Background: an optimization exercise with open tools, aiming at a short achievable clock period and few clock cycles. Do not read the settings as production practice. In this exercise RTL edits were held to simulation tests only and were not proved equivalent to the original. Power and IR drop assume default switching activity.

### flow/design.v
`default_nettype none
package rv_pkg;
  localparam int XLEN = 32;
  localparam int REG_ADDR_W = 5;
  typedef logic [XLEN-1:0] word_t;
  typedef logic [REG_ADDR_W-1:0] reg_addr_t;
  localparam logic [6:0] OP_REG    = 7'b0110011;
  localparam logic [6:0] OP_IMM    = 7'b0010011;
  localparam logic [6:0] OP_LOAD   = 7'b0000011;
  localparam logic [6:0] OP_STORE  = 7'b0100011;
  localparam logic [6:0] OP_BRANCH = 7'b1100011;
  localparam logic [6:0] OP_LUI    = 7'b0110111;
  localparam logic [6:0] OP_AUIPC  = 7'b0010111;
  localparam logic [6:0] OP_JAL    = 7'b1101111;
  localparam logic [6:0] OP_JALR   = 7'b1100111;
  localparam logic [2:0] F3_BYTE = 3'b000;
  localparam logic [2:0] F3_WORD = 3'b010;
  typedef enum logic [3:0] {
    ALU_ADD, ALU_SUB, ALU_SLL, ALU_SRL, ALU_SRA, ALU_AND,
    ALU_OR, ALU_XOR, ALU_SLT, ALU_SLTU, ALU_PASS_B
  } alu_op_t;
  typedef enum logic [2:0] {
    BR_EQ  = 3'b000,
    BR_NE  = 3'b001,
    BR_LT  = 3'b100,
    BR_GE  = 3'b101,
    BR_LTU = 3'b110,
    BR_GEU = 3'b111
  } branch_t;
  typedef enum logic [1:0] {WB_ALU, WB_MEM, WB_LINK} wb_sel_t;
  typedef struct packed {
    logic [6:0] funct7;
    logic [4:0] rs2;
    logic [4:0] rs1;
    logic [2:0] funct3;
    logic [4:0] rd;
    logic [6:0] opcode;
  } r_fmt_t;
  typedef struct packed {
    logic [11:0] imm;
    logic [4:0] rs1;
    logic [2:0] funct3;
    logic [4:0] rd;
    logic [6:0] opcode;
  } i_fmt_t;
  typedef struct packed {
    logic [6:0] imm_hi;
    logic [4:0] rs2;
    logic [4:0] rs1;
    logic [2:0] funct3;
    logic [4:0] imm_lo;
    logic [6:0] opcode;
  } s_fmt_t;
  typedef struct packed {
    logic imm12;
    logic [5:0] imm10_5;
    logic [4:0] rs2;
    logic [4:0] rs1;
    logic [2:0] funct3;
    logic [3:0] imm4_1;
    logic imm11;
    logic [6:0] opcode;
  } b_fmt_t;
  typedef struct packed {
    logic [19:0] imm20;
    logic [4:0] rd;
    logic [6:0] opcode;
  } u_fmt_t;
  typedef struct packed {
    logic imm20;
    logic [9:0] imm10_1;
    logic imm11;
    logic [7:0] imm19_12;
    logic [4:0] rd;
    logic [6:0] opcode;
  } j_fmt_t;
  typedef union packed {
    r_fmt_t r;
    i_fmt_t i;
    s_fmt_t s;
    b_fmt_t b;
    u_fmt_t u;
    j_fmt_t j;
  } inst_u;
endpackage
`default_nettype wire
`default_nettype none
module reg_file (
  input  logic              clk,
  input  logic              rst,
  input  rv_pkg::reg_addr_t rs1_addr,
  input  rv_pkg::reg_addr_t rs2_addr,
  input  logic              wa_en,
  input  rv_pkg::reg_addr_t wa_addr,
  input  rv_pkg::word_t     wa_data,
  input  logic              wb_en,
  input  rv_pkg::reg_addr_t wb_addr,
  input  rv_pkg::word_t     wb_data,
  output rv_pkg::word_t     rs1_data,
  output rv_pkg::word_t     rs2_data
);
  rv_pkg::word_t regs [1:31];  
  logic [31:0] written;        
  assign rs1_data = written[rs1_addr] ? regs[rs1_addr] : '0;
  assign rs2_data = written[rs2_addr] ? regs[rs2_addr] : '0;
  always_ff @(posedge clk or posedge rst) begin
    if (rst) begin
      written <= '0;
    end else begin
      for (int i = 1; i < 32; i++) begin
        if ((wa_en && wa_addr == i[4:0]) || (wb_en && wb_addr == i[4:0])) begin
          written[i] <= 1'b1;
        end
      end
    end
  end
  always_ff @(posedge clk) begin
    for (int i = 1; i < 32; i++) begin
      if (wa_en && wa_addr == i[4:0]) begin
        regs[i] <= wa_data;
      end else if (wb_en && wb_addr == i[4:0]) begin
        regs[i] <= wb_data;
      end
    end
  end
endmodule
`default_nettype wire
`default_nettype none
module rv_core (
  input  logic          clk,
  input  logic          rst,
  output rv_pkg::word_t imem_addr,
  input  rv_pkg::word_t imem_data,
  output logic          wb_cyc,
  output logic          wb_stb,
  output logic          wb_we,
  output rv_pkg::word_t wb_adr,
  output rv_pkg::word_t wb_dat_w,
  output logic [3:0]    wb_sel,
  input  rv_pkg::word_t wb_dat_r,
  input  logic          wb_ack
);
  rv_pkg::word_t pc;
  logic          d_valid, d_btb;
  rv_pkg::word_t d_ir, d_pc;
  localparam int BN = 4;
  logic          b_valid [BN];
  logic [29:0]   b_tag [BN], b_tgt [BN];
  logic [1:0]    b_next;
  logic          e_valid;
  rv_pkg::word_t e_a, e_b, e_s, e_alt;
  logic [4:0]    e_rd;
  logic          e_we, e_ldw, e_load, e_store, e_byte, e_br, e_jalr, e_pred;
  logic [2:0]    e_f3;
  logic [9:0]    e_op;
  logic          e_inv;
  logic          c_valid, c_we, c_byte, c_wen;
  logic [29:0]   c_adr;
  logic [3:0]    c_sel;
  rv_pkg::word_t c_dat;
  logic [4:0]    c_rd;
  logic [1:0]    c_off;
  localparam int QN = 4;
  localparam int QB = 2;
  logic [QB-1:0] q_rp, q_wp;
  logic [QB:0]   q_cnt;
  logic          q_we [QN], q_byte [QN], q_pw [QN];
  logic [29:0]   q_adr [QN];
  logic [3:0]    q_sel [QN];
  rv_pkg::word_t q_dat [QN];
  logic [4:0]    q_rd [QN];
  logic [1:0]    q_off [QN];
  logic          l_valid, l_byte;
  logic [4:0]    l_rd;
  logic [1:0]    l_off;
  rv_pkg::word_t l_raw;
  assign imem_addr = pc;
  assign wb_cyc = c_valid;
  assign wb_stb = c_valid;
  assign wb_we = c_we;
  assign wb_adr = {c_adr, 2'b00};
  assign wb_sel = c_sel;
  assign wb_dat_w = c_dat;
  logic [6:0] opc;
  logic [2:0] f3;
  logic [4:0] rs1, rs2, rd;
  logic is_reg, is_imm, is_load, is_store, is_br, is_lui, is_auipc, is_jal, is_jalr;
  logic uses_rs1, uses_rs2, wr_rd, alt_sub, pred;
  rv_pkg::word_t imm_i, imm_s, imm_b, imm_u, imm_j, imm, tgt, pc4_d;
  logic [9:0] op_f3, op;
  logic inv;
  assign opc = d_ir[6:0];
  assign f3 = d_ir[14:12];
  assign rd = d_ir[11:7];
  assign rs1 = d_ir[19:15];
  assign rs2 = d_ir[24:20];
  assign is_reg   = opc == rv_pkg::OP_REG;
  assign is_imm   = opc == rv_pkg::OP_IMM;
  assign is_load  = opc == rv_pkg::OP_LOAD && (f3 == rv_pkg::F3_BYTE || f3 == rv_pkg::F3_WORD);
  assign is_store = opc == rv_pkg::OP_STORE && (f3 == rv_pkg::F3_BYTE || f3 == rv_pkg::F3_WORD);
  assign is_br    = opc == rv_pkg::OP_BRANCH;
  assign is_lui   = opc == rv_pkg::OP_LUI;
  assign is_auipc = opc == rv_pkg::OP_AUIPC;
  assign is_jal   = opc == rv_pkg::OP_JAL;
  assign is_jalr  = opc == rv_pkg::OP_JALR;
  assign uses_rs1 = is_reg | is_imm | is_load | is_store | is_br | is_jalr;
  assign uses_rs2 = is_reg | is_store | is_br;
  assign wr_rd = (is_reg | is_imm | is_load | is_lui | is_auipc | is_jal | is_jalr) && rd != 5'd0;
  assign imm_i = {{20{d_ir[31]}}, d_ir[31:20]};
  assign imm_s = {{20{d_ir[31]}}, d_ir[31:25], d_ir[11:7]};
  assign imm_b = {{20{d_ir[31]}}, d_ir[7], d_ir[30:25], d_ir[11:8], 1'b0};
  assign imm_u = {d_ir[31:12], 12'd0};
  assign imm_j = {{12{d_ir[31]}}, d_ir[19:12], d_ir[20], d_ir[30:21], 1'b0};
  assign imm = is_store ? imm_s : (is_lui | is_auipc) ? imm_u : imm_i;
  assign alt_sub = is_reg && d_ir[30];
  always_comb begin
    case (f3)
      3'b000:  op_f3 = 10'b0000000001;
      3'b001:  op_f3 = 10'b0000000010;
      3'b010:  op_f3 = 10'b0010000000;
      3'b011:  op_f3 = 10'b0100000000;
      3'b100:  op_f3 = 10'b0001000000;
      3'b101:  op_f3 = d_ir[30] ? 10'b0000001000 : 10'b0000000100;
      3'b110:  op_f3 = 10'b0000100000;
      default: op_f3 = 10'b0000010000;
    endcase
  end
  assign op = (is_reg | is_imm) ? op_f3 : is_jalr ? 10'b1000000000 : 10'b0000000001;
  assign inv = is_br || (is_reg && f3 == 3'b000 && d_ir[30]) ||
               ((is_reg || is_imm) && (f3 == 3'b010 || f3 == 3'b011));
  assign pred = is_jal | (is_br & d_ir[31]);
  assign tgt = d_pc + (is_jal ? imm_j : imm_b);
  assign pc4_d = d_pc + 32'd4;
  rv_pkg::word_t rf1, rf2, rs1_v, rs2_v, ex_res, l_val;
  logic ex_wr;
  logic [7:0] l_lane;
  reg_file u_regs (
    .clk(clk), .rst(rst), .rs1_addr(rs1), .rs2_addr(rs2),
    .wa_en(ex_wr), .wa_addr(e_rd), .wa_data(ex_res),
    .wb_en(l_valid), .wb_addr(l_rd), .wb_data(l_val),
    .rs1_data(rf1), .rs2_data(rf2)
  );
  always_comb begin
    case (l_off)
      2'd0:    l_lane = l_raw[7:0];
      2'd1:    l_lane = l_raw[15:8];
      2'd2:    l_lane = l_raw[23:16];
      default: l_lane = l_raw[31:24];
    endcase
  end
  assign l_val = l_byte ? {{24{l_lane[7]}}, l_lane} : l_raw;
  logic fa_ex, fb_ex, a_rs1, b_rs2;
  rv_pkg::word_t rs1_o, rs2_o, a_oth, b_oth;
  assign fa_ex = ex_wr && e_rd == rs1;
  assign fb_ex = ex_wr && e_rd == rs2;
  assign rs1_o = (l_valid && l_rd == rs1) ? l_val : rf1;
  assign rs2_o = (l_valid && l_rd == rs2) ? l_val : rf2;
  assign rs2_v = fb_ex ? ex_res : rs2_o;
  assign a_rs1 = !(is_auipc || is_jal || is_lui);
  assign b_rs2 = is_reg || is_br;
  assign a_oth = (is_auipc || is_jal) ? d_pc : is_lui ? '0 : rs1_o;
  assign b_oth = (b_rs2 ? rs2_o : is_jal ? 32'd4 : imm) ^ {32{inv}};
  logic pend1, pend2, q_full;
  always_comb begin
    pend1 = (e_valid && e_load && e_rd == rs1) || (c_valid && c_wen && c_rd == rs1);
    pend2 = (e_valid && e_load && e_rd == rs2) || (c_valid && c_wen && c_rd == rs2);
    for (int i = 0; i < QN; i++) begin
      pend1 = pend1 || (q_pw[i] && q_rd[i] == rs1);
      pend2 = pend2 || (q_pw[i] && q_rd[i] == rs2);
    end
    pend1 = pend1 && rs1 != 5'd0;
    pend2 = pend2 && rs2 != 5'd0;
  end
  assign q_full = (e_valid && (e_load || e_store)) ? (q_cnt >= (QB+1)'(QN - 1)) : (q_cnt >= (QB+1)'(QN));
  logic stall;
  assign stall = d_valid &&
                 ((uses_rs1 && pend1) || (uses_rs2 && pend2) || ((is_load || is_store) && q_full));
  rv_pkg::word_t sum, sll_r, srl_r, sra_r, ex_oth;
  logic cout;
  logic lt, ltu, eq, cond, ex_redirect, ex_mem;
  rv_pkg::word_t ex_target;
  logic [3:0] ex_sel;
  rv_pkg::word_t ex_dat;
  assign {cout, sum} = {1'b0, e_a} + {1'b0, e_b} + {32'd0, e_inv};
  assign sll_r = e_a << e_b[4:0];
  assign srl_r = e_a >> e_b[4:0];
  assign sra_r = $signed(e_a) >>> e_b[4:0];
  assign lt = (e_a[31] == e_b[31]) ? e_a[31] : sum[31];
  assign ltu = !cout;
  assign eq = &(e_a ^ e_b);
  assign ex_oth = ({32{e_op[1]}} & sll_r) |
                  ({32{e_op[2]}} & srl_r) |
                  ({32{e_op[3]}} & sra_r) |
                  ({32{e_op[4]}} & (e_a & e_b)) |
                  ({32{e_op[5]}} & (e_a | e_b)) |
                  ({32{e_op[6]}} & (e_a ^ e_b)) |
                  {31'd0, e_op[7] & lt} |
                  {31'd0, e_op[8] & ltu} |
                  ({32{e_op[9]}} & e_s);
  assign ex_res = e_op[0] ? sum : ex_oth;
  always_comb begin
    case (e_f3)
      rv_pkg::BR_EQ:  cond = eq;
      rv_pkg::BR_NE:  cond = !eq;
      rv_pkg::BR_LT:  cond = lt;
      rv_pkg::BR_GE:  cond = !lt;
      rv_pkg::BR_LTU: cond = ltu;
      rv_pkg::BR_GEU: cond = !ltu;
      default: cond = 1'b0;
    endcase
  end
  assign ex_wr = e_valid && e_we;
  assign ex_redirect = e_valid && (e_jalr || (e_br && cond != e_pred));
  assign ex_target = e_jalr ? {sum[31:1], 1'b0} : e_alt;
  assign ex_mem = e_valid && (e_load || e_store);
  assign ex_sel = e_byte ? (4'b0001 << sum[1:0]) : 4'b1111;
  assign ex_dat = e_byte ? {4{e_s[7:0]}} : e_s;
  logic free, c_wen_k, direct, push, pop;
  assign free = !c_valid || wb_ack;
  assign c_wen_k = c_wen && !(ex_wr && e_rd == c_rd);
  assign direct = ex_mem && free && q_cnt == '0;
  assign push = ex_mem && !direct;
  assign pop = free && q_cnt != '0;
  always_ff @(posedge clk or posedge rst) begin
    if (rst) begin
      c_valid <= 1'b0;
      l_valid <= 1'b0;
      q_rp <= '0;
      q_wp <= '0;
      q_cnt <= '0;
      for (int i = 0; i < QN; i++) q_pw[i] <= 1'b0;
    end else begin
      l_valid <= c_valid && wb_ack && c_wen_k;
      if (free) c_valid <= pop || ex_mem;
      if (pop) q_rp <= q_rp + 1'b1;
      if (push) q_wp <= q_wp + 1'b1;
      q_cnt <= q_cnt + (QB+1)'(push) - (QB+1)'(pop);
      for (int i = 0; i < QN; i++) begin
        if (push && q_wp == i[QB-1:0]) q_pw[i] <= e_ldw;
        else if ((pop && q_rp == i[QB-1:0]) || (ex_wr && e_rd == q_rd[i])) q_pw[i] <= 1'b0;
      end
    end
  end
  always_ff @(posedge clk) begin
    l_raw <= wb_dat_r;
    l_rd <= c_rd;
    l_byte <= c_byte;
    l_off <= c_off;
    if (free) begin
      if (q_cnt != '0) begin
        c_we <= q_we[q_rp]; c_byte <= q_byte[q_rp];
        c_wen <= q_pw[q_rp] && !(ex_wr && e_rd == q_rd[q_rp]);
        c_adr <= q_adr[q_rp]; c_sel <= q_sel[q_rp]; c_dat <= q_dat[q_rp];
        c_rd <= q_rd[q_rp]; c_off <= q_off[q_rp];
      end else begin
        c_we <= e_store; c_byte <= e_byte; c_wen <= e_ldw; c_adr <= sum[31:2];
        c_sel <= ex_sel; c_dat <= ex_dat; c_rd <= e_rd; c_off <= sum[1:0];
      end
    end else begin
      c_wen <= c_wen_k;
    end
    for (int i = 0; i < QN; i++) begin
      if (ex_mem && q_wp == i[QB-1:0]) begin
        q_we[i] <= e_store; q_byte[i] <= e_byte; q_adr[i] <= sum[31:2];
        q_sel[i] <= ex_sel; q_dat[i] <= ex_dat; q_rd[i] <= e_rd; q_off[i] <= sum[1:0];
      end
    end
  end
  logic btb_hit, id_redir;
  logic [29:0] btb_tgt;
  always_comb begin
    btb_hit = 1'b0;
    btb_tgt = '0;
    for (int i = 0; i < BN; i++) begin
      if (b_valid[i] && b_tag[i] == pc[31:2]) begin
        btb_hit = 1'b1;
        btb_tgt = btb_tgt | b_tgt[i];
      end
    end
  end
  assign id_redir = d_valid && (pred != d_btb);
  always_ff @(posedge clk or posedge rst) begin
    if (rst) begin
      pc <= '0;
      d_valid <= 1'b0;
      d_btb <= 1'b0;
      e_valid <= 1'b0;
      b_next <= '0;
      for (int i = 0; i < BN; i++) b_valid[i] <= 1'b0;
    end else if (ex_redirect) begin
      pc <= ex_target;
      d_valid <= 1'b0;
      e_valid <= 1'b0;
    end else if (stall) begin
      e_valid <= 1'b0;
    end else begin
      e_valid <= d_valid;
      if (id_redir) begin
        pc <= pred ? tgt : pc4_d;
        d_valid <= 1'b0;
        if (pred) begin
          b_valid[b_next] <= 1'b1;
          b_next <= b_next + 2'd1;
        end
      end else begin
        pc <= btb_hit ? {btb_tgt, 2'b00} : pc + 32'd4;
        d_valid <= 1'b1;
        d_btb <= btb_hit;
      end
    end
  end
  always_ff @(posedge clk) begin
    if (!stall && id_redir && pred) begin
      b_tag[b_next] <= d_pc[31:2];
      b_tgt[b_next] <= tgt[31:2];
    end
  end
  always_ff @(posedge clk) begin
    if (!stall) begin
      d_ir <= imem_data;
      d_pc <= pc;
    end
    e_a <= (a_rs1 && fa_ex) ? ex_res : a_oth;
    e_b <= (b_rs2 && fb_ex) ? (ex_res ^ {32{inv}}) : b_oth;
    e_inv <= inv;
    e_s <= is_jalr ? pc4_d : rs2_v;
    e_alt <= pred ? pc4_d : tgt;
    e_rd <= rd;
    e_we <= wr_rd && !is_load;
    e_ldw <= wr_rd && is_load;
    e_load <= is_load;
    e_store <= is_store;
    e_byte <= f3 == rv_pkg::F3_BYTE;
    e_br <= is_br;
    e_jalr <= is_jalr;
    e_pred <= pred;
    e_f3 <= f3;
    e_op <= op;
  end
endmodule
`default_nettype wire
### flow/flow/run.sh
#!/bin/bash
set -euo pipefail
bash standard.sh SETUP_SLACK_MARGIN=11 finish > standard_flow.log 2>&1
### flow/standard.sh
#!/bin/bash
# synth_recipe.tcl (not shown) runs the flow's synth.tcl, then flattens the netlist and writes it again
# the make line also repeats each setting of config.mk as NAME=value (left out here)
make -C /OpenROAD-flow-scripts/flow DESIGN_CONFIG=/design/flow/config.mk WORK_HOME=/design/flow/orfs CLKGATE_MAP_FILE= SYNTH_SCRIPT=/design/flow/synth_recipe.tcl "${@:-finish}"
### flow/config.mk
export PLATFORM = sky130hd
export DESIGN_NAME = rv_core
export DESIGN_NICKNAME = rv_core
export VERILOG_FILES = /design/flow/design.v
export SDC_FILE = /design/flow/constraint.sdc
export NUM_CORES = 4
export LEC_CHECK = 0
export CAP_MARGIN = 20
export CELL_PAD_IN_SITES_DETAIL_PLACEMENT = 1
export CELL_PAD_IN_SITES_GLOBAL_PLACEMENT = 2
export CORE_MARGIN = 2
export CORE_UTILIZATION = 30
export SLEW_MARGIN = 20
### flow/constraint.sdc
create_clock -name core_clock -period 16.0 [get_ports {clk}]
set_input_delay 3.2000 -clock core_clock [delete_from_list [all_inputs] [get_ports {clk}]]
set_output_delay 3.2000 -clock core_clock [all_outputs]
set_load 0.01 [all_outputs]
==> impl_metrics.ini, run 1 <==
[outcome]
outcome = timing/DRC/antenna clean

[synthesis]
synth_enable_flop_cells = 1671
yosysUniqueCellTypes = 102
synthDominantCellAreaShare = 0.4946
synthFlopType = sky130_fd_sc_hd__edfxtp_1
synthesis.area_per_instance_um2 = 10.48
synth_top_area_cell = sky130_fd_sc_hd__edfxtp_1
netlist_area_mm2 = 0.1015
ys.warnings.count = 44
synth-seq-area-share = 0.5542
ys_top_cells_by_count = sky130_fd_sc_hd__edfxtp_1 (1671), sky130_fd_sc_hd__nor2_1 (1219), sky130_fd_sc_hd__a21oi_1 (1066), sky130_fd_sc_hd__a22oi_1 (896), sky130_fd_sc_hd__nand2_1 (714)
yosys_register_bits = 1952
synth_area_leaders = sky130_fd_sc_hd__edfxtp_1 (49%), sky130_fd_sc_hd__a22oi_1 (6.6%), sky130_fd_sc_hd__a21oi_1 (5.3%)
synthMostInstantiatedCell = sky130_fd_sc_hd__edfxtp_1
synthArstFlopShare = 0.04355
syn-instance-count = 9676

[drt]
dr.first_iter.drc_count = 15680
post_drt_wl_per_cell_um = 42.83
drt-total-wl_um = 617400
total_number_of_vias = 93190
residual_drc_count = 0
post_drt_via_cell_ratio = 6.464
drt.antenna.violating_nets = 0
first_pass_iters = 10

[placement]
dp.final_hpwl_um = 379500
place.gp.congestion = 0.9611
place_inst = 13880
place.port_buffers = 167

[sta]
rsz_0062_raised_after_global_routing = true
finalClockSkew_ns = 0.08092
timing.max_slew.rel_slack = 0.1688
timing_hold_violations_final = 0
finalSetupViolCount = 0
fin_crit_sh = 0.3224
worst_pin_slew_ns = 1.241
layout_min_cycle_time_ns = 5.158
fin_tns_setup_ns = 0
worst_hold_slack_ns = 0.3896
slew_violations = 0
max_clock_freq_mhz = 193.9

[die]
design.portCount = 170
die_h_um = 585.5
fp.dieW_um = 585.5
rows = 213
start_util = 0.3014
die-area_mm2 = 0.3428
design.core.area_mm2 = 0.3366

[pwr]
internal-power_mw = 11.92
power_leakage_nw = 40.80
powerDensity_mw_per_mm2 = 167.1
comb_power_share = 0.373
total_power_mw = 19.85
pwr-share-clk = 0.271
power.share.sequential = 0.356
power_switching_mw = 7.929
netSwitchingFraction = 0.3994
ir_worst_vdd_v = 0.0001356

[final_layout]
final_net_count = 9855
nFillCells = 36650
register_area_mm2 = 0.05633
final-instance-count-excl-fill = 14420
area_delta_synth_final_pct = 17.10
multiInputGateArea_mm2 = 0.04263
layout_cells_sized_above_1 = 0.1363

[clock_network]
cts_root_buf = sky130_fd_sc_hd__clkbuf_16
worstSkewPairLatency_ns = 0.99
cts_tree = built
tritoncts_num_sinks = 1952
cts-hold-fix-buffers = 0
worst_setup_hold_path_clk_slew_ns = 0.06
cts_inserted_buffers = 230
ctsLongestPathBuffers = 4
cts-htree-levels = 4

[setup_path]
worstPathRequired_ns = 16.79
setup.worst_path.end_class = flip-flop
timing.setup.critical_path_class = flip-flop to flip-flop
crit_fanout = 22
start_kind = flip-flop
cp_data_arrival_time_ns = 5.95

[job]
maxCapViolCount = 0

[grt]
via_count_of_the_first_global_routing_pass = 88690
grt_overflow_total = 0
grt_first_pass_wirelength_um = 812900
grt_start_max_net_pins = 81
number_of_antenna_violations_at_the_first_check_in_global_routing = 39
groute.usage.overall = 0.3482

[min_path]
min-delay-path-class = flip-flop to flip-flop
## cell families (layout without fill, tap and decap cells)
logic type               after synthesis  after routing  share of synthesized area
AND/OR/NAND/NOR                     2719           2720                     0.1193
other                                  1             35                 0.00003696
multiplexers                         164            164                    0.02656
AO/OA/AOI/OAI                       3258           3259                     0.2082
XOR/XNOR                             357            357                    0.03089
flip-flops                          1952           1952                     0.5542
adder cells (fa/ha/maj)              118            118                    0.01492
buffers and inverters               1107           1296                    0.04578
## final timing paths
check | cells past startpoint | startpoint | slack [ns] | endpoint
worst min-delay path | 0 | c_off[0]$_DFFE_PN_ | 0.39 | l_off[0]$_DFF_P_
worst max register to register | 13 | d_ir[23]$_DFFE_PN_ | 10.84 | e_b[1]$_DFF_P_
min in group asynchronous | 2 | rst | 2.74 | u_regs.written[8]$_DFFE_PP0P_
worst max-delay path | 13 | d_ir[23]$_DFFE_PN_ | 10.84 | e_b[1]$_DFF_P_
worst min register to register | 0 | c_off[0]$_DFFE_PN_ | 0.39 | l_off[0]$_DFF_P_
max in group asynchronous | 3 | rst | 11.72 | pc[24]$_DFFE_PP0P_
## registers in the layout (all words and copies together), names as in the netlist, 120 cells and up
register / cells
b_tag: 120
q_dat: 128
b_tgt: 120
q_adr: 120
u_regs.regs: 992
## area by class of cell
type | instances | share of cell area
clock buffers | 290 | 0.05091
clock inverters | 140 | 0.01134
repair buffers | 691 | 0.05073
well taps | 4515 | 0.04755
flip-flops and latches | 1952 | 0.4742
diodes | 33 | 0.0006951
inverters | 175 | 0.005782
multi-input cells | 6620 | 0.3588
## placed cells by master, fill, tap and decap left out, types with 30 or more instances in the layout
cell,instances
sky130_fd_sc_hd__dlygate4sd2_1,71
sky130_fd_sc_hd__edfxtp_1,1671
sky130_fd_sc_hd__diode_2,33
sky130_fd_sc_hd__nor2_1,1126
sky130_fd_sc_hd__a222oi_1,140
sky130_fd_sc_hd__nand2b_1,30
sky130_fd_sc_hd__or2_2,39
sky130_fd_sc_hd__a221oi_1,38
sky130_fd_sc_hd__nand3_1,153
sky130_fd_sc_hd__dfrtp_1,66
sky130_fd_sc_hd__o21ai_4,40
sky130_fd_sc_hd__nand2_1,710
sky130_fd_sc_hd__nor2_4,87
sky130_fd_sc_hd__clkdlybuf4s50_1,66
sky130_fd_sc_hd__a211oi_1,106
sky130_fd_sc_hd__ha_1,101
sky130_fd_sc_hd__buf_4,476
sky130_fd_sc_hd__o211ai_1,52
sky130_fd_sc_hd__dfxtp_1,175
sky130_fd_sc_hd__clkbuf_16,236
sky130_fd_sc_hd__a22oi_1,895
sky130_fd_sc_hd__a21oi_1,1053
sky130_fd_sc_hd__mux4_2,81
sky130_fd_sc_hd__clkinv_1,57
sky130_fd_sc_hd__or3_1,34
sky130_fd_sc_hd__a31oi_1,49
sky130_fd_sc_hd__inv_1,162
sky130_fd_sc_hd__and3_1,45
sky130_fd_sc_hd__nor3_1,95
sky130_fd_sc_hd__xnor2_1,231
sky130_fd_sc_hd__xor2_1,118
sky130_fd_sc_hd__clkbuf_1,54
sky130_fd_sc_hd__nand4_1,188
sky130_fd_sc_hd__clkinv_2,36
sky130_fd_sc_hd__nor2b_1,35
sky130_fd_sc_hd__o21ai_0,428
sky130_fd_sc_hd__a21o_1,120
sky130_fd_sc_hd__o21ai_1,31
sky130_fd_sc_hd__mux2i_1,61
## layer usage
layer  routed length (um)  vias up  GRT usage
li1                     -    36630          -
met1               230500    47660     0.4291
met2               271000     6863     0.5334
met3                66080     2018    0.09311
met4                49590       20     0.2345
met5                  141        -          0
## critical path, stage by stage (launching register included)
cell and delay [ns]:
sky130_fd_sc_hd__edfxtp_1 0.33, sky130_fd_sc_hd__buf_4 0.28, sky130_fd_sc_hd__buf_4 0.42, sky130_fd_sc_hd__nand3b_1 0.42, sky130_fd_sc_hd__nor2_4 0.70, sky130_fd_sc_hd__buf_4 0.77, sky130_fd_sc_hd__a22oi_1 0.21, sky130_fd_sc_hd__nand4_1 0.20
sky130_fd_sc_hd__nor2_1 0.06, sky130_fd_sc_hd__nand2_1 0.09, sky130_fd_sc_hd__o211ai_1 0.30, sky130_fd_sc_hd__a31oi_1 0.61, sky130_fd_sc_hd__a21oi_1 0.16, sky130_fd_sc_hd__xnor2_1 0.36
## power by group through the flow
stage / Clock, mW / Sequential (mW) / Combinational [mW]
finish: 5.38 / 7.07 / 7.40
detailed placement: 0 / 7.21 / 7.03
CTS: 5.43 / 7.06 / 7.20
floorplan: 0 / 7.02 / 3.94
global route: 5.59 / 7.09 / 7.81
global placement: 0 / 7.20 / 6.85
## metrics by stage
step / worst slack (ns) / instance area [um^2] / util
floorplan: 10.04 / 101500 / -
detailed placement: 9.968 / 110000 / 0.3268
global placement: 9.981 / 109900 / 0.3264
CTS: 10.87 / 118000 / 0.3506
global route: 10.97 / 118700 / 0.3528
finish: 10.84 / 118800 / 0.3529
## repair_timing
| action | CTS | global route |
|---|---|---|
| gates cloned | 3 | 4 |
| endpoints found under the setup margin | 321 | 358 |
| pin swaps | 9 | 10 |
| setup buffers | 41 | 22 |
| resized for setup | 260 | 77 |
Testbench counts, summed over its fixed seeds: cycles 5,872.
==> inputs of run 2 (changes only) <==
--- a/flow/design.v
+++ b/flow/design.v
@@ -254,6 +254,19 @@
   assign fa_ex = ex_wr && e_rd == rs1;
   assign fb_ex = ex_wr && e_rd == rs2;
-  assign rs1_o = (l_valid && l_rd == rs1) ? l_val : rf1;
-  assign rs2_o = (l_valid && l_rd == rs2) ? l_val : rf2;
+  logic a_hit;
+  logic [7:0] a_lane;
+  rv_pkg::word_t a_val;
+  assign a_hit = c_valid && wb_ack && c_wen;
+  always_comb begin
+    case (c_off)
+      2'd0:    a_lane = wb_dat_r[7:0];
+      2'd1:    a_lane = wb_dat_r[15:8];
+      2'd2:    a_lane = wb_dat_r[23:16];
+      default: a_lane = wb_dat_r[31:24];
+    endcase
+  end
+  assign a_val = c_byte ? {{24{a_lane[7]}}, a_lane} : wb_dat_r;
+  assign rs1_o = (a_hit && c_rd == rs1) ? a_val : (l_valid && l_rd == rs1) ? l_val : rf1;
+  assign rs2_o = (a_hit && c_rd == rs2) ? a_val : (l_valid && l_rd == rs2) ? l_val : rf2;
   assign rs2_v = fb_ex ? ex_res : rs2_o;
   assign a_rs1 = !(is_auipc || is_jal || is_lui);
@@ -263,6 +276,6 @@
   logic pend1, pend2, q_full;
   always_comb begin
-    pend1 = (e_valid && e_load && e_rd == rs1) || (c_valid && c_wen && c_rd == rs1);
-    pend2 = (e_valid && e_load && e_rd == rs2) || (c_valid && c_wen && c_rd == rs2);
+    pend1 = (e_valid && e_load && e_rd == rs1) || (c_valid && c_wen && !wb_ack && c_rd == rs1);
+    pend2 = (e_valid && e_load && e_rd == rs2) || (c_valid && c_wen && !wb_ack && c_rd == rs2);
     for (int i = 0; i < QN; i++) begin
       pend1 = pend1 || (q_pw[i] && q_rd[i] == rs1);
==> run 2 against run 1 <==
Maximum frequency fell by 0.70%; sequential power rose by 1%; sequential cell count did not move; core utilization barely moved; via count rose by 3.2%; die area rose by 1.7%; critical path depth did not move; count of clock-buffer cells in the layout fell by 14; first-iteration DRC count rose by 2.5%; still clean on timing, DRC and antenna; critical path type unchanged; total power rose by 4.3%; register-to-register slack got worse by 0.04 ns.
==> impl_metrics.ini, run 2 <==
[outcome]
outcome = timing/DRC/antenna clean

[job]
maxCapViolCount = 0

[final_layout]
layout_top_registers = u_regs.regs (992), q_dat (128)
registers.top_by_ff_count = u_regs.regs
nFillCells = 37420
most_common_library_cell_in_the_layout_ignoring_fill_and_taps = sky130_fd_sc_hd__edfxtp_1
register_area_mm2 = 0.05635
area_delta_synth_final_pct = 17.20
final_net_count = 10090
layout_common_cells = sky130_fd_sc_hd__edfxtp_1 (1671), sky130_fd_sc_hd__nor2_1 (1102), sky130_fd_sc_hd__a21oi_1 (1089), sky130_fd_sc_hd__a22oi_1 (821), sky130_fd_sc_hd__nand2_1 (745)
layout_cells_sized_above_1 = 0.1418
flip_flop_count_of_the_largest_register_after_layout = 992
multiInputGateArea_mm2 = 0.04456

[sta]
layout_min_cycle_time_ns = 5.194
rsz_0062_raised_after_global_routing = true
fin_crit_sh = 0.3246
timing_hold_violations_final = 0
slew_violations = 0
finalWorstSetupSlack_ns = 10.81
timing.max_slew.rel_slack = 0.1467
max_clock_freq_mhz = 192.5
finalClockSkew_ns = 0.08702
fin_tns_setup_ns = 0
worst_hold_slack_ns = 0.4543
worst_pin_slew_ns = 1.271
finalSetupViolCount = 0

[grt]
grt_overflow_total = 0
grt_first_pass_wirelength_um = 852400
grt_start_max_net_pins = 79
number_of_antenna_violations_at_the_first_check_in_global_routing = 64
via_count_of_the_first_global_routing_pass = 91820
groute.usage.overall = 0.3582

[synthesis]
synthDominantCellAreaShare = 0.4862
synthMostInstantiatedCell = sky130_fd_sc_hd__edfxtp_1
netlist_area_mm2 = 0.1032
yosysUniqueCellTypes = 98
synthesis.area_per_instance_um2 = 10.36
synth_enable_flop_cells = 1671
synthArstFlopShare = 0.04355
synthFlopType = sky130_fd_sc_hd__edfxtp_1
synth_area_leaders = sky130_fd_sc_hd__edfxtp_1 (49%), sky130_fd_sc_hd__a22oi_1 (6.0%), sky130_fd_sc_hd__a21oi_1 (5.4%)
synth-seq-area-share = 0.5448
synth_top_area_cell = sky130_fd_sc_hd__edfxtp_1
yosys_register_bits = 1952
syn-instance-count = 9964
ys_top_cells_by_count = sky130_fd_sc_hd__edfxtp_1 (1671), sky130_fd_sc_hd__nor2_1 (1158), sky130_fd_sc_hd__a21oi_1 (1105), sky130_fd_sc_hd__a22oi_1 (822), sky130_fd_sc_hd__clkbuf_1 (759)
ys.warnings.count = 44

[drt]
drt-total-wl_um = 647200
post_drt_via_cell_ratio = 6.552
first_pass_iters = 7
dr.first_iter.drc_count = 16060
post_drt_wl_per_cell_um = 44.11
total_number_of_vias = 96130
drt.antenna.violating_nets = 0
residual_drc_count = 0

[pwr]
ir_worst_vdd_v = 0.00009949
powerDensity_mw_per_mm2 = 171.2
power_leakage_nw = 42.52

[die]
rows = 215
design.portCount = 170
start_util = 0.3011
design.core.area_mm2 = 0.3427
die-area_mm2 = 0.3487
fp.dieW_um = 590.5
die_h_um = 590.5

[clock_network]
cts_inserted_buffers = 231
ctsLongestPathBuffers = 4
cts-htree-levels = 4
tritoncts_num_sinks = 1952
cts_root_buf = sky130_fd_sc_hd__clkbuf_16
worst_setup_hold_path_clk_slew_ns = 0.06
worstSkewPairLatency_ns = 0.97
cts_tree = built
cts-hold-fix-buffers = 0

[setup_path]
start_kind = flip-flop
crit_fanout = 19
setup.worst_path.end_class = flip-flop
worstPathRequired_ns = 16.79
cp_data_arrival_time_ns = 5.99
timing.setup.critical_path_class = flip-flop to flip-flop
worstRegToRegCells = 13

[placement]
place.port_buffers = 167
place.gp.congestion = 0.9751
dp.final_hpwl_um = 401500
dpl_ws_ns = 9.578

[min_path]
hold_depth = 0
min-delay-path-class = flip-flop to flip-flop
-- run 2: cell count changes after synthesis, moves of 53 or more --
| cell | before | now |
|---|---|---|
| sky130_fd_sc_hd__nor2_1 | 1219 | 1158 |
| sky130_fd_sc_hd__a22oi_1 | 896 | 822 |
| sky130_fd_sc_hd__and3_1 | 47 | 105 |
| sky130_fd_sc_hd__clkbuf_1 | 613 | 759 |
| sky130_fd_sc_hd__buf_2 | 223 | 134 |
| sky130_fd_sc_hd__a22o_1 | 26 | 79 |
| sky130_fd_sc_hd__o211a_1 | 6 | 64 |
-- run 2: final timing paths --
kind	start	to	slack, ns
min reg2reg	d_pc[5]$_DFFE_PN_	b_tag[0][3]$_DFFE_PP_	0.45
min	d_pc[5]$_DFFE_PN_	b_tag[0][3]$_DFFE_PP_	0.45
max reg2reg	d_ir[24]$_DFFE_PN_	e_b[24]$_DFF_P_	10.81
min in group asynchronous	rst	u_regs.written[9]$_DFFE_PP0P_	2.71
max	d_ir[24]$_DFFE_PN_	e_b[24]$_DFF_P_	10.81
max in group asynchronous	rst	pc[27]$_DFFE_PP0P_	12.07
-- run 2: timing repair --
item,4_1_cts,5_1_grt
resized for setup,320,95
pin swaps,12,15
cloned,7,3
endpoints found under the setup margin,654,181
setup buffers,32,18
-- run 2: logic make-up after synthesis --
family | Yosys count | synth area share
compound gates | 3365 | 0.2144
xor+xnor | 365 | 0.03097
fa+ha+maj | 118 | 0.01467
buf+inv | 1145 | 0.04418
flops | 1952 | 0.5448
mux | 181 | 0.02720
other cells | 1 | 0.00003633
simple gates | 2837 | 0.1238
-- run 2: metrics by stage --
step	instances	total power, mW	instance area, um^2	utilization
6_report	14670	20.71	121000	0.3530
5_1_grt	14650	21.40	120900	0.3528
2_1_floorplan	9965	11.34	103300	-
4_1_cts	14630	20.50	120200	0.3508
3_3_place_gp	14160	14.64	111600	0.3256
3_5_place_dp	14160	14.85	111600	0.3258
-- run 2: where the power goes --
| group | internal (mW) | leakage (nW) | total (mW) | switching (mW) |
|---|---|---|---|---|
| sequential | 6.69 | 17.9 | 7.14 | 0.454 |
| combinational | 2.49 | 20.8 | 7.97 | 5.49 |
| clock | 3.18 | 3.76 | 5.59 | 2.41 |
| total | 12.4 | 42.5 | 20.7 | 8.35 |
-- run 2: critical path, cell delays in order, from the launching register on --
cell	delay (ns)
sky130_fd_sc_hd__edfxtp_1	0.32
sky130_fd_sc_hd__buf_4	0.23
sky130_fd_sc_hd__buf_4	0.57
sky130_fd_sc_hd__nand2b_1	0.59
sky130_fd_sc_hd__nor2_4	0.74
sky130_fd_sc_hd__buf_4	0.76
sky130_fd_sc_hd__a221oi_1	0.21
sky130_fd_sc_hd__nand3_1	0.14
sky130_fd_sc_hd__nor4_1	0.08
sky130_fd_sc_hd__a211o_1	0.53
sky130_fd_sc_hd__a22o_1	0.28
sky130_fd_sc_hd__mux2i_1	0.24
sky130_fd_sc_hd__o21ai_1	0.15
sky130_fd_sc_hd__xnor2_1	0.14
-- run 2: final cells by class --
type | count | area share
Multi-Input combinational cell | 6872 | 0.3684
Clock buffer | 276 | 0.05089
Antenna cell | 24 | 0.0004965
Clock inverter | 148 | 0.01316
Sequential cell | 1952 | 0.4658
Timing Repair Buffer | 673 | 0.04847
Inverter | 170 | 0.005596
Timing Repair inverter | 1 | 0.00004137
Tap cell | 4557 | 0.04714
-- run 2: layer usage --
| metal | vias to the layer above | GRT usage | wire length, um |
|---|---|---|---|
| li1 | 37560 | - | - |
| met1 | 49530 | 0.4485 | 244100 |
| met2 | 6971 | 0.5469 | 281600 |
| met3 | 2037 | 0.08581 | 67730 |
| met4 | 36 | 0.2432 | 53290 |
| met5 | - | 0 | 437 |
Testbench counts of run 2, summed over its fixed seeds: cycles 5,828.
==> inputs of run 3 (changes only) <==
--- a/flow/design.v
+++ b/flow/design.v
@@ -89,6 +89,6 @@
   input  logic              clk,
   input  logic              rst,
-  input  rv_pkg::reg_addr_t rs1_addr,
-  input  rv_pkg::reg_addr_t rs2_addr,
+  input  logic [31:0]       rs1_sel,    
+  input  logic [31:0]       rs2_sel,
   input  logic              wa_en,
   input  rv_pkg::reg_addr_t wa_addr,
@@ -102,6 +102,12 @@
   rv_pkg::word_t regs [1:31];  
   logic [31:0] written;        
-  assign rs1_data = written[rs1_addr] ? regs[rs1_addr] : '0;
-  assign rs2_data = written[rs2_addr] ? regs[rs2_addr] : '0;
+  always_comb begin
+    rs1_data = '0;
+    rs2_data = '0;
+    for (int i = 1; i < 32; i++) begin
+      rs1_data = rs1_data | ({32{rs1_sel[i] && written[i]}} & regs[i]);
+      rs2_data = rs2_data | ({32{rs2_sel[i] && written[i]}} & regs[i]);
+    end
+  end
   always_ff @(posedge clk or posedge rst) begin
     if (rst) begin
@@ -144,4 +150,5 @@
   logic          d_valid, d_btb;
   rv_pkg::word_t d_ir, d_pc;
+  logic [31:0]   d_rs1_sel, d_rs2_sel;  
   localparam int BN = 4;
   logic          b_valid [BN];
@@ -236,5 +243,5 @@
   logic [7:0] l_lane;
   reg_file u_regs (
-    .clk(clk), .rst(rst), .rs1_addr(rs1), .rs2_addr(rs2),
+    .clk(clk), .rst(rst), .rs1_sel(d_rs1_sel), .rs2_sel(d_rs2_sel),
     .wa_en(ex_wr), .wa_addr(e_rd), .wa_data(ex_res),
     .wb_en(l_valid), .wb_addr(l_rd), .wb_data(l_val),
@@ -432,4 +439,6 @@
     if (!stall) begin
       d_ir <= imem_data;
+      d_rs1_sel <= 32'd1 << imem_data[19:15];
+      d_rs2_sel <= 32'd1 << imem_data[24:20];
       d_pc <= pc;
     end
==> flow/flow/run.sh (replaced) <==
#!/bin/bash
set -euo pipefail
bash standard.sh SETUP_SLACK_MARGIN=11.5 finish > standard_flow.log 2>&1
==> run 3 against run 2 <==
Non-clock buffer count grew 64; highest routed layer unchanged; largest power group unchanged; register-to-register slack better by 0.46 ns; maximum frequency up 7.3%.
==> impl_metrics.ini, run 3 <==
[synthesis]
synth_enable_flop_cells = 1733
synthMostInstantiatedCell = sky130_fd_sc_hd__edfxtp_1
synthesis.area_per_instance_um2 = 10.67
synth_top_area_cell = sky130_fd_sc_hd__edfxtp_1
syn-instance-count = 9736
yosys_register_bits = 2014
synth-seq-area-share = 0.5593
yosysUniqueCellTypes = 105
synthDominantCellAreaShare = 0.5010
synthArstFlopShare = 0.04220
ys_top_cells_by_count = sky130_fd_sc_hd__edfxtp_1 (1733), sky130_fd_sc_hd__nor2_1 (1171), sky130_fd_sc_hd__a21oi_1 (983), sky130_fd_sc_hd__clkbuf_1 (818), sky130_fd_sc_hd__nand2_1 (575)
netlist_area_mm2 = 0.1039
synth_area_leaders = sky130_fd_sc_hd__edfxtp_1 (50%), sky130_fd_sc_hd__a21oi_1 (4.7%), sky130_fd_sc_hd__nor2_1 (4.2%)
ys.warnings.count = 12
synthFlopType = sky130_fd_sc_hd__edfxtp_1

[outcome]
outcome = timing/DRC/antenna clean

[sta]
slew_violations = 0
fin_crit_sh = 0.3025
finalWorstSetupSlack_ns = 11.16
max_clock_freq_mhz = 206.6
fin_tns_setup_ns = 0
layout_min_cycle_time_ns = 4.840
rsz_0062_raised_after_global_routing = true
timing.max_slew.rel_slack = 0.1106
finalClockSkew_ns = 0.09071
timing_hold_violations_final = 0
finalSetupViolCount = 0
worst_pin_slew_ns = 1.334

[clock_network]
cts-hold-fix-buffers = 0
cts_root_buf = sky130_fd_sc_hd__clkbuf_16
cts-htree-levels = 4
cts_inserted_buffers = 233
ctsLongestPathBuffers = 4
worstSkewPairLatency_ns = 1.00
cts_tree = built
tritoncts_num_sinks = 2014
worst_setup_hold_path_clk_slew_ns = 0.06

[final_layout]
final_net_count = 9917
final_core_util = 0.3546
flip_flop_count_of_the_largest_register_after_layout = 992
layout_top_registers = u_regs.regs (992), q_dat (128)
layout_cells_sized_above_1 = 0.1646
most_common_library_cell_in_the_layout_ignoring_fill_and_taps = sky130_fd_sc_hd__edfxtp_1
registers.top_by_ff_count = u_regs.regs
layout_common_cells = sky130_fd_sc_hd__edfxtp_1 (1733), sky130_fd_sc_hd__nor2_1 (1122), sky130_fd_sc_hd__a21oi_1 (951), sky130_fd_sc_hd__nand2_1 (563), sky130_fd_sc_hd__a22oi_1 (546)
area_delta_synth_final_pct = 17.92

[min_path]
min-delay-path-class = flip-flop to flip-flop
min-delay-start = b_valid[3]$_DFFE_PP0P_

[drt]
post_drt_via_cell_ratio = 6.529
total_number_of_vias = 94810
residual_drc_count = 0
dr.first_iter.drc_count = 15450
drt-total-wl_um = 626800
post_drt_wl_per_cell_um = 43.16
first_pass_iters = 10
drt.antenna.violating_nets = 0

[die]
fp.dieW_um = 592.4
design.portCount = 170
die-area_mm2 = 0.3509
rows = 216
die_h_um = 592.4
start_util = 0.3007
design.core.area_mm2 = 0.3454

[setup_path]
crit_path_start = pc[27]$_DFFE_PP0P_
start_kind = flip-flop
cp_data_arrival_time_ns = 1.64
crit-reg2reg-launch = e_b[1]$_DFF_P_
crit_fanout = 2
worstPathRequired_ns = 12.80
timing.setup.critical_path_class = flip-flop to output pin
setup.worst_path.end_class = output pin

[grt]
grt_overflow_total = 0
grt_start_max_net_pins = 82
grt_first_pass_wirelength_um = 827200
groute.usage.overall = 0.3452
number_of_antenna_violations_at_the_first_check_in_global_routing = 52
via_count_of_the_first_global_routing_pass = 90460

[pwr]
powerDensity_mw_per_mm2 = 170.5
power_leakage_nw = 42.71
ir_worst_vdd_v = 0.0001052

[placement]
dp.final_hpwl_um = 377800
place.port_buffers = 167
dpl_ws_ns = 8.325
place.gp.congestion = 0.9510

[job]
maxCapViolCount = 0
[run 3: power by group]
| part | total (mW) | switching, mW | internal [mW] |
|---|---|---|---|
| clock | 5.47 | 2.39 | 3.08 |
| combinational | 8.12 | 5.62 | 2.51 |
| sequential | 7.28 | 0.430 | 6.86 |
| total | 20.9 | 8.44 | 12.4 |
[run 3: critical path, stage by stage (launching register included)]
cell,delay [ns]
sky130_fd_sc_hd__dfrtp_1,0.40
sky130_fd_sc_hd__buf_12,0.15
sky130_fd_sc_hd__buf_6,0.12
[run 3: metrics by stage]
stage               area, um^2  total power, mW  hold WS (ns)  cells
floorplan               104400            11.49        0.3462   9737
detailed placement      111900            14.94        0.4599  13900
CTS                     121700            20.62        0.4741  14460
global route            122400            21.57        0.4930  14500
finish                  122500            20.88        0.4730  14520
global placement        111900            14.75        0.4472  13900
[run 3: worst paths after layout]
kind | endpoint | slack (ns) | depth (start not counted)
worst max-delay path | imem_addr[27] | 11.16 | 2
worst min-delay path | b_valid[3]$_DFFE_PP0P_ | 0.47 | 1
worst max register to register | pc[12]$_DFFE_PP0P_ | 11.27 | 25
worst min register to register | b_valid[3]$_DFFE_PP0P_ | 0.47 | 1
max in group asynchronous | pc[25]$_DFFE_PP0P_ | 11.91 | 3
min in group asynchronous | u_regs.written[22]$_DFFE_PP0P_ | 2.87 | 2
[run 3: cells by family (layout without fill, tap and decap cells)]
| logic type | after synthesis | count (layout) | share of synthesized area |
|---|---|---|---|
| compound gates | 3273 | 3273 | 0.2120 |
| xor+xnor | 360 | 360 | 0.03050 |
| fa+ha+maj | 118 | 118 | 0.01458 |
| buf+inv | 1170 | 1338 | 0.04485 |
| flops | 2014 | 2014 | 0.5593 |
| mux | 179 | 179 | 0.02579 |
| other cells | 1 | 25 | 0.00003611 |
| simple gates | 2621 | 2636 | 0.1130 |
[run 3: metal layers]
metal | up-vias | part of all wire | GRT usage
li1 | 37080 | - | -
met1 | 48580 | 0.38 | 0.4349
met2 | 7073 | 0.43 | 0.5214
met3 | 2052 | 0.11 | 0.08967
met4 | 22 | 0.081 | 0.2296
met5 | - | 0.00022 | 0
[run 3: area by class of cell]
cell class / count / area, um^2
flip-flops and latches: 2014 / 58180
inverters: 176 / 700.7
clock buffers: 309 / 6302
clock inverters: 114 / 1169
fillers: 37440 / 222900
well taps: 4578 / 5728
repair inverters: 2 / 13.76
repair buffers: 737 / 6912
diodes: 23 / 57.56
multi-input cells: 6568 / 43420
[run 3: repair_timing]
action | CTS | global route
hold endpoints to repair | 0 | 0
resized for setup | 737 | 80
gates cloned | 39 | 4
setup buffers | 96 | 34
endpoints found under the setup margin | 1288 | 516
pin swaps | 30 | 33
Testbench counts of run 3, summed over its fixed seeds: cycles 5,828.
==> inputs of run 4 (changes only) <==
--- a/flow/config.mk
+++ b/flow/config.mk
@@ -10,4 +10,4 @@
 export CELL_PAD_IN_SITES_GLOBAL_PLACEMENT = 2
 export CORE_MARGIN = 2
-export CORE_UTILIZATION = 30
+export CORE_UTILIZATION = 40
 export SLEW_MARGIN = 20
==> run 4 against run 3 <==
Still clean on timing, DRC and antenna; sequential cell count stayed put; combinational power is 0.6% lower; sequential power is 2% higher; core utilization is 11 points higher; sequential share of layout area is 0.50 points higher; final area is 0.99% lower; critical path type unchanged; largest power group unchanged.
==> impl_metrics.ini, run 4 <==
[outcome]
outcome = timing/DRC/antenna clean

[setup_path]
cp_data_arrival_time_ns = 1.62
regToRegEndpoint = pc[29]$_DFFE_PP0P_
crit-reg2reg-launch = e_a[0]$_DFF_P_
crit_slowest_cell = sky130_fd_sc_hd__dfrtp_4
worstPathRequired_ns = 12.80
worstRegToRegCells = 24
worst_path_largest_cell_delay_ns = 0.57
cp_top_family = flip-flops
start_kind = flip-flop
critical_path.n_buffers_inverters = 1
critical_path.cell_chain = buf_6
setup.worst_path.end_class = output pin
crit_fanout = 2
timing.setup.critical_path_class = flip-flop to output pin
ff2ff_setup_slack_ns = 11.29

[drt]
maxUsedRoutingLayer = met5
wl_met2_um = 261800
post_drt_via_cell_ratio = 7.265
total_number_of_vias = 97030
first_pass_iters = 10
drt-total-wl_um = 622600
residual_drc_count = 0
drt.antenna.violating_nets = 0
dr.first_iter.drc_count = 17330
post_drt_wl_per_cell_um = 46.62
routed-wl-met3_um = 77190
routedLengthMet1_um = 223700

[grt]
grt_start_max_net_pins = 82
via_count_of_the_first_global_routing_pass = 91550
number_of_antenna_violations_at_the_first_check_in_global_routing = 55
groute.usage.overall = 0.4576
grt_overflow_total = 0
grt_first_pass_wirelength_um = 822200

[pwr]
powerDensity_mw_per_mm2 = 171.7
total_power_mw = 20.82
power_leakage_nw = 42.64
ir_worst_vdd_v = 0.0001512

[placement]
placed_area_mm2 = 0.1105
place.gp.congestion = 0.9590
place.port_buffers = 167
dp.final_hpwl_um = 374900

[clock_network]
cts_inserted_buffers = 227
ctsLongestPathBuffers = 3
cts-hold-fix-buffers = 0
cts_root_buf = sky130_fd_sc_hd__clkbuf_16
cts-htree-levels = 4
tritoncts_num_sinks = 2014
cts_tree = built
worst_setup_hold_path_clk_slew_ns = 0.06
worstSkewPairLatency_ns = 0.94

[synthesis]
synth-seq-area-share = 0.5593
synthArstFlopShare = 0.04220
synthesis.area_per_instance_um2 = 10.67
ys.warnings.count = 12
synthFlopType = sky130_fd_sc_hd__edfxtp_1
synth_enable_flop_cells = 1733
syn-instance-count = 9736
yosysUniqueCellTypes = 105
ys_top_cells_by_count = sky130_fd_sc_hd__edfxtp_1 (1733), sky130_fd_sc_hd__nor2_1 (1171), sky130_fd_sc_hd__a21oi_1 (983), sky130_fd_sc_hd__clkbuf_1 (818), sky130_fd_sc_hd__nand2_1 (575)
synth_area_leaders = sky130_fd_sc_hd__edfxtp_1 (50%), sky130_fd_sc_hd__a21oi_1 (4.7%), sky130_fd_sc_hd__nor2_1 (4.2%)
yosys_register_bits = 2014
netlist_area_mm2 = 0.1039
synth_top_area_cell = sky130_fd_sc_hd__edfxtp_1
synthDominantCellAreaShare = 0.5010
synthMostInstantiatedCell = sky130_fd_sc_hd__edfxtp_1

[die]
die_h_um = 513.6
design.core.area_mm2 = 0.2590
design.portCount = 170
rows = 187
start_util = 0.4010
die-area_mm2 = 0.2637
fp.dieW_um = 513.6

[final_layout]
most_common_library_cell_in_the_layout_ignoring_fill_and_taps = sky130_fd_sc_hd__edfxtp_1
layout_common_cells = sky130_fd_sc_hd__edfxtp_1 (1733), sky130_fd_sc_hd__nor2_1 (1121), sky130_fd_sc_hd__a21oi_1 (946), sky130_fd_sc_hd__nand2_1 (570), sky130_fd_sc_hd__a22oi_1 (546)
final_design_area_no_fill_mm2 = 0.1213
nFillCells = 27230
registers.top_by_ff_count = u_regs.regs
layout_cells_sized_above_1 = 0.1678
layout_top_registers = u_regs.regs (992), q_dat (128)
area_delta_synth_final_pct = 16.76
final_core_util = 0.4682
final_net_count = 9906
flip_flop_count_of_the_largest_register_after_layout = 992

[min_path]
min-delay-start = d_pc[22]$_DFFE_PN_
hold_depth = 0
min-delay-path-class = flip-flop to flip-flop
holdPathEnd = b_tag[2][20]$_DFFE_PP_

[sta]
fin_tns_setup_ns = 0
rsz_0062_raised_after_global_routing = true
timing.max_slew.rel_slack = 0.08194
slew_violations = 0
max_clock_freq_mhz = 207.6
finalSetupViolCount = 0
finalClockSkew_ns = 0.08113
worst_hold_slack_ns = 0.4591
layout_min_cycle_time_ns = 4.817
worst_pin_slew_ns = 1.377
timing_hold_violations_final = 0
fin_crit_sh = 0.3011

[job]
maxCapViolCount = 0
[run 4: cell counts after synthesis]
Identical to the previous run, type by type.
[run 4: kinds of logic (layout without fill, tap and decap cells)]
group,count (synthesis),count (layout),synth area share
mux,179,179,0.02579
xor+xnor,360,360,0.03050
simple gates,2621,2637,0.1130
other cells,1,40,0.00003611
flops,2014,2014,0.5593
compound gates,3273,3273,0.2120
buf+inv,1170,1334,0.04485
fa+ha+maj,118,118,0.01458
[run 4: per-stage QoR]
stage / setup WS (ns) / instances
6_report: 11.18 / 13360
4_1_cts: 11.16 / 13290
2_1_floorplan: 10.05 / 9737
3_3_place_gp: 8.881 / 12720
5_1_grt: 11.15 / 13320
3_5_place_dp: 8.840 / 12720
[run 4: worst max-delay path by stage]
stage	startpoint	end	slack, ns	cells after the start
final	pc[3]$_DFFE_PP0P_	imem_addr[3]	11.18	1
after global routing	e_a[0]$_DFF_P_	pc[29]$_DFFE_PP0P_	11.15	24
after CTS	pc[3]$_DFFE_PP0P_	imem_addr[3]	11.16	1
after detailed placement	wb_ack	pc[23]$_DFFE_PP0P_	8.84	13
after global placement	wb_ack	pc[23]$_DFFE_PP0P_	8.88	13
after floorplan	wb_ack	q_cnt[1]$_DFF_PP0_	10.05	11
[run 4: timing repair]
item / in CTS / in global routing
cloned: 36 / 0
gates resized for setup: 736 / 101
endpoints found under the setup margin: 1399 / 343
setup buffers: 108 / 23
pin swaps: 40 / 31
[run 4: cell type report]
type	instances	area, um^2	share of cell area
flip-flops and latches	2014	58210	0.4800
multi-input cells	6569	43790	0.3611
repair buffers	731	6738	0.05556
clock buffers	283	5973	0.04926
well taps	3402	4257	0.03510
clock inverters	142	1495	0.01233
inverters	176	696.9	0.005747
diodes	38	95.09	0.0007841
repair inverters	2	10.01	0.00008254
[run 4: where the power goes]
| group | leakage [nW] | internal, mW | switching (mW) |
|---|---|---|---|
| sequential | 18.7 | 6.86 | 0.521 |
| combinational | 20.3 | 2.48 | 5.58 |
| clock | 3.61 | 2.97 | 2.40 |
| total | 42.6 | 12.3 | 8.50 |
[run 4: metal layers]
metal | vias up | track usage
met5 | - | 0.003470
met4 | 36 | 0.3562
met3 | 2449 | 0.1457
met2 | 8239 | 0.6640
met1 | 49220 | 0.5630
li1 | 37090 | -
==> inputs of run 5 (changes only) <==
--- a/flow/config.mk
+++ b/flow/config.mk
@@ -10,4 +10,4 @@
 export CELL_PAD_IN_SITES_GLOBAL_PLACEMENT = 2
 export CORE_MARGIN = 2
-export CORE_UTILIZATION = 40
+export CORE_UTILIZATION = 50
 export SLEW_MARGIN = 20
==> run 5 against run 4 <==
Worst setup slack got worse by 0.012 ns; wire length decreased by 5.8%; combinational power about the same; count of clock-buffer cells in the layout decreased by 7; via count increased by 3.7%; area after synthesis unchanged; synthesized cell count unchanged; first-iteration DRC count increased by 21%; final area decreased by 1.3%; maximum frequency decreased by 0.25%; critical path type unchanged; critical endpoint is now wb_stb.
==> impl_metrics.ini, run 5 <==
[sta]
timing.max_slew.rel_slack = 0.1033
timing_hold_violations_final = 0
worst_pin_slew_ns = 1.335
fin_crit_sh = 0.3018
finalWorstSetupSlack_ns = 11.17
rsz_0062_raised_after_global_routing = true
slew_violations = 0
max_clock_freq_mhz = 207.1
finalClockSkew_ns = 0.06469
worst_hold_slack_ns = 0.4728
fin_tns_setup_ns = 0
layout_min_cycle_time_ns = 4.829
finalSetupViolCount = 0

[setup_path]
crit_fanout = 2
regToRegEndpoint = pc[17]$_DFFE_PP0P_
worstRegToRegCells = 13
crit-reg2reg-launch = pc[23]$_DFFE_PP0P_
start_kind = flip-flop
cp_data_arrival_time_ns = 1.63
ff2ff_setup_slack_ns = 11.27
setup.worst_path.end_class = output pin
crit_path_start = c_valid$_DFFE_PP0N_
worstPathRequired_ns = 12.80
timing.setup.critical_path_class = flip-flop to output pin

[synthesis]
syn-instance-count = 9736
ys.warnings.count = 12
synth_top_area_cell = sky130_fd_sc_hd__edfxtp_1
synthArstFlopShare = 0.04220
yosys_register_bits = 2014
synthDominantCellAreaShare = 0.5010
ys_top_cells_by_count = sky130_fd_sc_hd__edfxtp_1 (1733), sky130_fd_sc_hd__nor2_1 (1171), sky130_fd_sc_hd__a21oi_1 (983), sky130_fd_sc_hd__clkbuf_1 (818), sky130_fd_sc_hd__nand2_1 (575)
synthMostInstantiatedCell = sky130_fd_sc_hd__edfxtp_1
synthFlopType = sky130_fd_sc_hd__edfxtp_1
synth_area_leaders = sky130_fd_sc_hd__edfxtp_1 (50%), sky130_fd_sc_hd__a21oi_1 (4.7%), sky130_fd_sc_hd__nor2_1 (4.2%)
synthesis.area_per_instance_um2 = 10.67
synth-seq-area-share = 0.5593
netlist_area_mm2 = 0.1039
yosysUniqueCellTypes = 105
synth_enable_flop_cells = 1733

[drt]
first_pass_iters = 11
residual_drc_count = 0
post_drt_wl_per_cell_um = 46.43
drt-total-wl_um = 586400
dr.first_iter.drc_count = 21030
post_drt_via_cell_ratio = 7.963
drt.antenna.violating_nets = 0
total_number_of_vias = 100600

[final_layout]
final_net_count = 9870
most_common_library_cell_in_the_layout_ignoring_fill_and_taps = sky130_fd_sc_hd__edfxtp_1
layout_cells_sized_above_1 = 0.1636
final_core_util = 0.5787
registers.top_by_ff_count = u_regs.regs
final-instance-count-excl-fill = 12630
area_delta_synth_final_pct = 15.27
layout_top_registers = u_regs.regs (992), q_dat (128)
layout_common_cells = sky130_fd_sc_hd__edfxtp_1 (1733), sky130_fd_sc_hd__nor2_1 (1123), sky130_fd_sc_hd__a21oi_1 (950), sky130_fd_sc_hd__nand2_1 (572), sky130_fd_sc_hd__a22oi_1 (546)
nFillCells = 21220
flip_flop_count_of_the_largest_register_after_layout = 992
final_design_area_no_fill_mm2 = 0.1197

[clock_network]
cts_root_buf = sky130_fd_sc_hd__clkbuf_16
tritoncts_num_sinks = 2014
cts_tree = built
worstSkewPairLatency_ns = 0.94
cts-htree-levels = 4
worst_setup_hold_path_clk_slew_ns = 0.06
cts-hold-fix-buffers = 0
ctsLongestPathBuffers = 3
cts_inserted_buffers = 214

[job]
maxCapViolCount = 0

[placement]
place.gp.congestion = 1.015
place.port_buffers = 167
place_inst = 12000
placed_area_mm2 = 0.1094
dp.final_hpwl_um = 342700
dpl_ws_ns = 9.025

[min_path]
hold_depth = 0
min-delay-start = d_pc[26]$_DFFE_PN_
holdPathEnd = b_tag[0][24]$_DFFE_PP_
min-delay-path-class = flip-flop to flip-flop

[die]
rows = 167
design.core.area_mm2 = 0.2069
die_h_um = 459.8
die-area_mm2 = 0.2114
design.portCount = 170
start_util = 0.5021
fp.dieW_um = 459.8

[grt]
grt_start_max_net_pins = 82
groute.usage.overall = 0.5357
number_of_antenna_violations_at_the_first_check_in_global_routing = 53
grt_first_pass_wirelength_um = 781000
via_count_of_the_first_global_routing_pass = 95010
grt_overflow_total = 0

[outcome]
outcome = timing/DRC/antenna clean

[pwr]
powerDensity_mw_per_mm2 = 172.1
ir_worst_vdd_v = 0.0002058
power_leakage_nw = 42.42
total_power_mw = 20.60
[run 5: cell counts after synthesis]
No cell type changed its count.
[run 5: power by group]
part	switching (mW)	leakage, nW	internal (mW)
sequential	0.513	18.7	6.86
combinational	5.60	20.2	2.49
clock	2.30	3.44	2.84
[run 5: worst max-delay path by stage]
stage | end | slack (ns) | cells past startpoint
floorplan | q_cnt[1]$_DFF_PP0_ | 10.05 | 11
global placement | d_rs1_sel[11]$_SDFFCE_PP0N_ | 9.13 | 10
detailed placement | d_rs1_sel[19]$_SDFFCE_PN0N_ | 9.02 | 10
CTS | wb_stb | 11.16 | 2
global route | pc[27]$_DFFE_PP0P_ | 11.16 | 26
finish | wb_stb | 11.17 | 2
[run 5: kinds of logic (layout without fill, tap and decap cells)]
group	after synthesis	after routing	share of synthesized area
AND/OR/NAND/NOR	2621	2638	0.1130
buffers and inverters	1170	1284	0.04485
multiplexers	179	179	0.02579
adder cells (fa/ha/maj)	118	118	0.01458
other	1	58	0.00003611
AO/OA/AOI/OAI	3273	3275	0.2120
XOR/XNOR	360	360	0.03050
flip-flops	2014	2014	0.5593
[run 5: repair_timing]
action	CTS	global route
endpoints found under the setup margin	1001	548
gates resized for setup	698	111
pin swaps	27	37
gates cloned	32	10
setup buffers	93	34
[run 5: area by class of cell]
type	instances	area, um^2	area share
diodes	56	140.1	0.001171
inverters	176	679.4	0.005675
repair inverters	1	7.507	0.00006271
clock buffers	276	5793	0.04839
multi-input cells	6572	43590	0.3641
clock inverters	125	1220	0.01019
flip-flops and latches	2014	58220	0.4863
well taps	2704	3383	0.02826
repair buffers	706	6694	0.05591
[run 5: critical path: stages (launching register included)]
cell and delay, ns:
sky130_fd_sc_hd__dfrtp_2 0.42, sky130_fd_sc_hd__buf_6 0.16, sky130_fd_sc_hd__buf_6 0.12
[run 5: routing by layer]
| metal | GRT usage | vias up | wire length, um |
|---|---|---|---|
| met4 | 0.4810 | 48 | 67950 |
| met3 | 0.2355 | 3713 | 94660 |
| met1 | 0.6205 | 49100 | 187000 |
| li1 | - | 37040 | - |
| met2 | 0.7448 | 10680 | 236100 |
| met5 | 0.01447 | - | 708 |

-- port drivers added, routing unchanged --
In the flow no input, the clock included, has a driving cell. The finished layouts below were timed again as built, in two steps. Step 1 assumes that a clkbuf_16 drives the clock port and a buf_2 every other input. Step 2 times the ports against the registers' clock, not the clock port: input delays grow and output delays shrink by t, the midpoint of the rising clock arrivals with the driver on. Three values: ideal ports, drivers, drivers and shift; two values: the first two.
run | shift t [ns] | slack for setup (ns) | worst hold slack (ns) | slew at the worst register clock pin (ns)
run 1 | 1.056 | 10.842 / 10.842 / 10.103 | 0.390 / 0.390 / 0.390 | 0.08 / 0.08
run 2 | 1.040 | 10.806 / 10.806 / 9.956 | 0.454 / 0.454 / 0.454 | 0.07 / 0.07
run 3 | 1.063 | 11.160 / 11.050 / 10.401 | 0.473 / 0.473 / 0.473 | 0.07 / 0.07
run 4 | 1.005 | 11.183 / 11.077 / 10.400 | 0.459 / 0.459 / 0.459 | 0.08 / 0.08
run 5 | 1.008 | 11.171 / 11.070 / 10.516 | 0.473 / 0.473 / 0.473 | 0.08 / 0.08
After both steps setup and hold are still met in every run listed. For run 2, which loses most, drivers alone change the setup slack by 0.000 ns; drivers and shift together by -0.850 ns.
